This design comes from an exercise in tuning for small area and a short achievable clock period on the open sky130 flow, not from production work.
Only simulation tests tie the RTL to the original design; equivalence was not proved.

==> wip/violet: inputs <==
// lvt_write_scheduler
module lvt_write_scheduler
#(
    parameter  int WIDTH = lvt_pkg::LVT_WIDTH,
    parameter  int DEPTH = lvt_pkg::LVT_DEPTH,
    parameter  int PORTS = lvt_pkg::LVT_PORTS,
    parameter  int REQS  = lvt_pkg::LVT_REQS,
    localparam int AW    = $clog2(DEPTH),
    localparam int RW    = (REQS > 1) ? $clog2(REQS) : 1
) (
    input  logic                          clk,
    input  logic                          rst_n,
    input  logic [REQS-1:0]               req_valid,
    input  logic [REQS-1:0][AW-1:0]       req_addr,
    input  logic [REQS-1:0][WIDTH-1:0]    req_data,
    output logic [REQS-1:0]               req_ready,
    output logic [PORTS-1:0]              port_en,
    output logic [PORTS-1:0][AW-1:0]      port_addr,
    output logic [PORTS-1:0][WIDTH-1:0]   port_d,
    output logic [LVT_CNT_W-1:0]          conflict_cnt
);
==> module lvt_sched_pick, before the edit <==
module lvt_sched_pick
#(
    parameter  int WIDTH = lvt_pkg::LVT_WIDTH,
    parameter  int DEPTH = lvt_pkg::LVT_DEPTH,
    parameter  int PORTS = lvt_pkg::LVT_PORTS,
    parameter  int REQS  = lvt_pkg::LVT_REQS,
    localparam int AW    = $clog2(DEPTH),
    localparam int RW    = (REQS > 1) ? $clog2(REQS) : 1,
    localparam int PW    = (PORTS > 1) ? $clog2(PORTS) : 1
) (
    input  logic [RW-1:0]                 rr,
    input  logic [REQS-1:0]               req_valid,
    input  logic [REQS-1:0][AW-1:0]       req_addr,
    input  logic [REQS-1:0][WIDTH-1:0]    req_data,
    output logic [REQS-1:0]               req_ready,
    output logic [PORTS-1:0]              pick_en,
    output logic [PORTS-1:0][AW-1:0]      pick_addr,
    output logic [PORTS-1:0][WIDTH-1:0]   pick_data,
    output logic [RW-1:0]                 next_rr,
    output logic                          conflict
);
    logic [PW:0]   gcnt;       
    logic [RW-1:0] idx;        
    logic [RW-1:0] last_idx;   
    logic          grant_any;
    logic          hit;        
    always_comb begin
        req_ready = '0;
        pick_en   = '0;
        pick_addr = '0;
        pick_data = '0;
        gcnt      = '0;
        idx       = '0;
        last_idx  = '0;
        grant_any = 1'b0;
        hit       = 1'b0;
        conflict  = 1'b0;
        for (int s = 0; s < REQS; s++) begin
            idx = RW'((int'(rr) + s) % REQS);
            hit = 1'b0;
            for (int k = 0; k < PORTS; k++) begin
                if ((k < s) && pick_en[k] && (pick_addr[k] == req_addr[idx])) begin
                    hit = 1'b1;
                end
            end
            if (req_valid[idx] && (gcnt < (PW+1)'(PORTS))) begin
                if (hit) begin
                    conflict = 1'b1;
                end else begin
                    req_ready[idx]             = 1'b1;
                    pick_en[gcnt[PW-1:0]]      = 1'b1;
                    pick_addr[gcnt[PW-1:0]]    = req_addr[idx];
                    pick_data[gcnt[PW-1:0]]    = req_data[idx];
                    last_idx                   = idx;
                    grant_any                  = 1'b1;
                    gcnt                       = gcnt + (PW+1)'(1);
                end
            end
        end
        if (!grant_any) begin
            next_rr = rr;
        end else if (last_idx == RW'(REQS - 1)) begin
            next_rr = '0;
        end else begin
            next_rr = last_idx + RW'(1);
        end
    end
endmodule
==> module lvt_write_scheduler, before the edit <==
module lvt_write_scheduler
#(
    parameter  int WIDTH = lvt_pkg::LVT_WIDTH,
    parameter  int DEPTH = lvt_pkg::LVT_DEPTH,
    parameter  int PORTS = lvt_pkg::LVT_PORTS,
    parameter  int REQS  = lvt_pkg::LVT_REQS,
    localparam int AW    = $clog2(DEPTH),
    localparam int RW    = (REQS > 1) ? $clog2(REQS) : 1
) (
    input  logic                          clk,
    input  logic                          rst_n,
    input  logic [REQS-1:0]               req_valid,
    input  logic [REQS-1:0][AW-1:0]       req_addr,
    input  logic [REQS-1:0][WIDTH-1:0]    req_data,
    output logic [REQS-1:0]               req_ready,
    output logic [PORTS-1:0]              port_en,
    output logic [PORTS-1:0][AW-1:0]      port_addr,
    output logic [PORTS-1:0][WIDTH-1:0]   port_d,
    output logic [LVT_CNT_W-1:0]          conflict_cnt
);
    logic [RW-1:0]                rr_q, rr_d;
    logic [PORTS-1:0]             port_en_q, port_en_d;
    logic [PORTS-1:0][AW-1:0]     port_addr_q, port_addr_d;
    logic [PORTS-1:0][WIDTH-1:0]  port_d_q, port_d_d;
    logic [LVT_CNT_W-1:0]         conflict_cnt_q, conflict_cnt_d;
    logic [REQS-1:0]              valid_g;
    logic [PORTS-1:0]             pick_en;
    logic [PORTS-1:0][AW-1:0]     pick_addr;
    logic [PORTS-1:0][WIDTH-1:0]  pick_data;
    logic [RW-1:0]                next_rr;
    logic                         conflict;
    assign valid_g = req_valid & {REQS{rst_n}};
    lvt_sched_pick #(
        .WIDTH (WIDTH),
        .DEPTH (DEPTH),
        .PORTS (PORTS),
        .REQS  (REQS)
    ) u_pick (
        .rr        (rr_q),
        .req_valid (valid_g),
        .req_addr  (req_addr),
        .req_data  (req_data),
        .req_ready (req_ready),
        .pick_en   (pick_en),
        .pick_addr (pick_addr),
        .pick_data (pick_data),
        .next_rr   (next_rr),
        .conflict  (conflict)
    );
    always_comb begin
        rr_d           = next_rr;
        port_en_d      = pick_en;
        port_addr_d    = port_addr_q;
        port_d_d       = port_d_q;
        conflict_cnt_d = (conflict && !(&conflict_cnt_q)) ? conflict_cnt_q + 1'b1 : conflict_cnt_q;
        for (int k = 0; k < PORTS; k++) begin
            if (pick_en[k]) begin
                port_addr_d[k] = pick_addr[k];
                port_d_d[k]    = pick_data[k];
            end
        end
    end
    always_ff @(posedge clk or negedge rst_n) begin
        if (!rst_n) begin
            rr_q           <= '0;
            port_en_q      <= '0;
            port_addr_q    <= '0;
            port_d_q       <= '0;
            conflict_cnt_q <= '0;
        end else begin
            rr_q           <= rr_d;
            port_en_q      <= port_en_d;
            port_addr_q    <= port_addr_d;
            port_d_q       <= port_d_d;
            conflict_cnt_q <= conflict_cnt_d;
        end
    end
    assign port_en      = port_en_q;
    assign port_addr    = port_addr_q;
    assign port_d       = port_d_q;
    assign conflict_cnt = conflict_cnt_q;
endmodule
Settings: LEC_CHECK=0, CAP_MARGIN=20, CORE_MARGIN=2, CORE_UTILIZATION=40, SLEW_MARGIN=20; clock period 21.0 ns.
run.sh (not shown) runs the stock make flow with config.mk's settings and CLKGATE_MAP_FILE= SYNTH_SCRIPT=/design/flow/synth_recipe.tcl, a recipe that flattens the netlist after the stock synthesis.
==> wip/raven (differences from wip/violet) <==
==> flow/design.v (replaced) <==
package lvt_pkg;
    localparam int LVT_WIDTH = 32;    
    localparam int LVT_DEPTH = 512;   
    localparam int LVT_PORTS = 4;     
    localparam int LVT_REQS  = 8;     
    localparam int LVT_CNT_W = 16;    
endpackage
import lvt_pkg::*;
module lvt_sched_pick
#(
    parameter  int DEPTH = lvt_pkg::LVT_DEPTH,
    parameter  int PORTS = lvt_pkg::LVT_PORTS,
    parameter  int REQS  = lvt_pkg::LVT_REQS,
    localparam int AW    = $clog2(DEPTH),
    localparam int RW    = (REQS > 1) ? $clog2(REQS) : 1,
    localparam int CW    = $clog2(REQS)
) (
    input  logic [RW-1:0]                 rr,
    input  logic [REQS-1:0]               req_valid,
    input  logic [REQS-1:0][AW-1:0]       req_addr,
    output logic [REQS-1:0]               req_ready,
    output logic [PORTS-1:0][REQS-1:0]    sel,
    output logic [RW-1:0]                 next_rr,
    output logic                          conflict
);
    logic [REQS-1:0][REQS-1:0] prior;   
    logic [REQS-1:0][REQS-1:0] eq;       
    logic [REQS-1:0]           first;
    logic [REQS-1:0][CW-1:0]   cnt;      
    logic [REQS-1:0]           last;     
    always_comb begin
        for (int i = 0; i < REQS; i++) begin
            for (int j = 0; j < REQS; j++) begin
                prior[i][j] = (((j - int'(rr)) + REQS) % REQS) < (((i - int'(rr)) + REQS) % REQS);
            end
        end
    end
    always_comb begin
        for (int i = 0; i < REQS; i++) begin
            eq[i][i] = 1'b0;
            for (int j = 0; j < i; j++) begin
                eq[i][j] = (req_addr[i] == req_addr[j]);
                eq[j][i] = eq[i][j];
            end
        end
    end
    always_comb begin
        for (int i = 0; i < REQS; i++) begin
            first[i] = req_valid[i] & ~|(req_valid & eq[i] & prior[i]);
        end
    end
    always_comb begin
        conflict = 1'b0;
        for (int i = 0; i < REQS; i++) begin
            cnt[i] = '0;
            for (int j = 0; j < REQS; j++) begin
                cnt[i] = cnt[i] + CW'(first[j] & prior[i][j]);
            end
            req_ready[i] = first[i] && (cnt[i] < CW'(PORTS));
            for (int k = 0; k < PORTS; k++) begin
                sel[k][i] = first[i] && (cnt[i] == CW'(k));
            end
            if (req_valid[i] && !first[i] && (cnt[i] < CW'(PORTS))) conflict = 1'b1;
        end
    end
    always_comb begin
        next_rr = rr;
        for (int i = 0; i < REQS; i++) begin
            last[i] = req_ready[i];
            for (int j = 0; j < REQS; j++) begin
                if (req_ready[j] && prior[j][i]) last[i] = 1'b0;
            end
            if (last[i]) next_rr = RW'((i + 1) % REQS);
        end
    end
endmodule
import lvt_pkg::*;
module lvt_write_scheduler
#(
    parameter  int WIDTH = lvt_pkg::LVT_WIDTH,
    parameter  int DEPTH = lvt_pkg::LVT_DEPTH,
    parameter  int PORTS = lvt_pkg::LVT_PORTS,
    parameter  int REQS  = lvt_pkg::LVT_REQS,
    localparam int AW    = $clog2(DEPTH),
    localparam int RW    = (REQS > 1) ? $clog2(REQS) : 1
) (
    input  logic                          clk,
    input  logic                          rst_n,
    input  logic [REQS-1:0]               req_valid,
    input  logic [REQS-1:0][AW-1:0]       req_addr,
    input  logic [REQS-1:0][WIDTH-1:0]    req_data,
    output logic [REQS-1:0]               req_ready,
    output logic [PORTS-1:0]              port_en,
    output logic [PORTS-1:0][AW-1:0]      port_addr,
    output logic [PORTS-1:0][WIDTH-1:0]   port_d,
    output logic [LVT_CNT_W-1:0]          conflict_cnt
);
    logic [RW-1:0]                rr_q;
    logic [PORTS-1:0]             port_en_q;
    logic [PORTS-1:0][AW-1:0]     port_addr_q, port_addr_d;
    logic [PORTS-1:0][WIDTH-1:0]  port_d_q, port_d_d;
    logic [LVT_CNT_W-1:0]         conflict_cnt_q, conflict_cnt_d;
    logic [REQS-1:0]              valid_g;
    logic [PORTS-1:0][REQS-1:0]   sel;
    logic [PORTS-1:0]             pick_en;
    logic [RW-1:0]                next_rr;
    logic                         conflict;
    assign valid_g = req_valid & {REQS{rst_n}};
    lvt_sched_pick #(
        .DEPTH (DEPTH),
        .PORTS (PORTS),
        .REQS  (REQS)
    ) u_pick (
        .rr        (rr_q),
        .req_valid (valid_g),
        .req_addr  (req_addr),
        .req_ready (req_ready),
        .sel       (sel),
        .next_rr   (next_rr),
        .conflict  (conflict)
    );
    always_comb begin
        for (int k = 0; k < PORTS; k++) begin
            pick_en[k]     = |sel[k];
            port_addr_d[k] = pick_en[k] ? '0 : port_addr_q[k];
            port_d_d[k]    = pick_en[k] ? '0 : port_d_q[k];
            for (int i = 0; i < REQS; i++) begin
                port_addr_d[k] = port_addr_d[k] | ({AW{sel[k][i]}} & req_addr[i]);
                port_d_d[k]    = port_d_d[k]    | ({WIDTH{sel[k][i]}} & req_data[i]);
            end
        end
        conflict_cnt_d = (conflict && !(&conflict_cnt_q)) ? conflict_cnt_q + 1'b1 : conflict_cnt_q;
    end
    always_ff @(posedge clk or negedge rst_n) begin
        if (!rst_n) begin
            rr_q           <= '0;
            port_en_q      <= '0;
            port_addr_q    <= '0;
            port_d_q       <= '0;
            conflict_cnt_q <= '0;
        end else begin
            rr_q           <= next_rr;
            port_en_q      <= pick_en;
            port_addr_q    <= port_addr_d;
            port_d_q       <= port_d_d;
            conflict_cnt_q <= conflict_cnt_d;
        end
    end
    assign port_en      = port_en_q;
    assign port_addr    = port_addr_q;
    assign port_d       = port_d_q;
    assign conflict_cnt = conflict_cnt_q;
endmodule
==> flow_metrics.env <==
export IMPL_netlist_area_um2=37500
export IMPL_final_common_cell="nand2_1"
export IMPL_num_multi_input_gates=3987
export IMPL_status="timing/DRC/antenna clean"
export IMPL_wl_met1_mm=92.1
export IMPL_core_um2=93000
export IMPL_grt_max_degree=195
export IMPL_dp_cells=6261
export IMPL_yosysMostFrequentCell="nand2_1"
export IMPL_dp_hpwl_mm=178
# the run above: wip/violet

==> flow_metrics.env <==
export IMPL_netlist_area_um2=19600
export IMPL_status="timing/DRC/antenna clean"
export IMPL_grt_max_degree=140
export IMPL_core_um2=48600
export IMPL_yosysMostFrequentCell="a222oi_1"
export IMPL_dp_cells=3237
export IMPL_hp_start="port_d_q[116]$_DFF_PN0_"
export IMPL_endpoint="req_ready[6]"
export IMPL_dp_hpwl_mm=81.3
export IMPL_num_multi_input_gates=1747
# the run above: wip/raven

[port drivers added, routing unchanged]
In the flow no input, the clock included, has a driving cell. The finished layouts below were timed again as built, in two steps. Step 1 assumes that a clkbuf_16 drives the clock port and a buf_2 every other input. Step 2 moves the port delays by t, midway between the first and last clock arrival at a register: inputs arrive t later, outputs are due t later. That takes back most of the time a late clock gives input paths. Three values: no drivers, after step 1, after step 2; two values: the first two.
| run | shift t [ns] | slack for setup (ns) | hold WS [ns] |
|---|---|---|---|
| wip/violet | 0.561 | 0.400 / 0.378 / 0.378 | 0.505 / 0.505 / 0.505 |
| wip/raven | 0.570 | 5.455 / 5.421 / 5.421 | 0.483 / 0.483 / 0.483 |
After both steps every run listed still meets setup and hold. For wip/raven, which loses most, drivers alone change the setup slack by -0.034 ns; drivers and shift together by -0.034 ns.
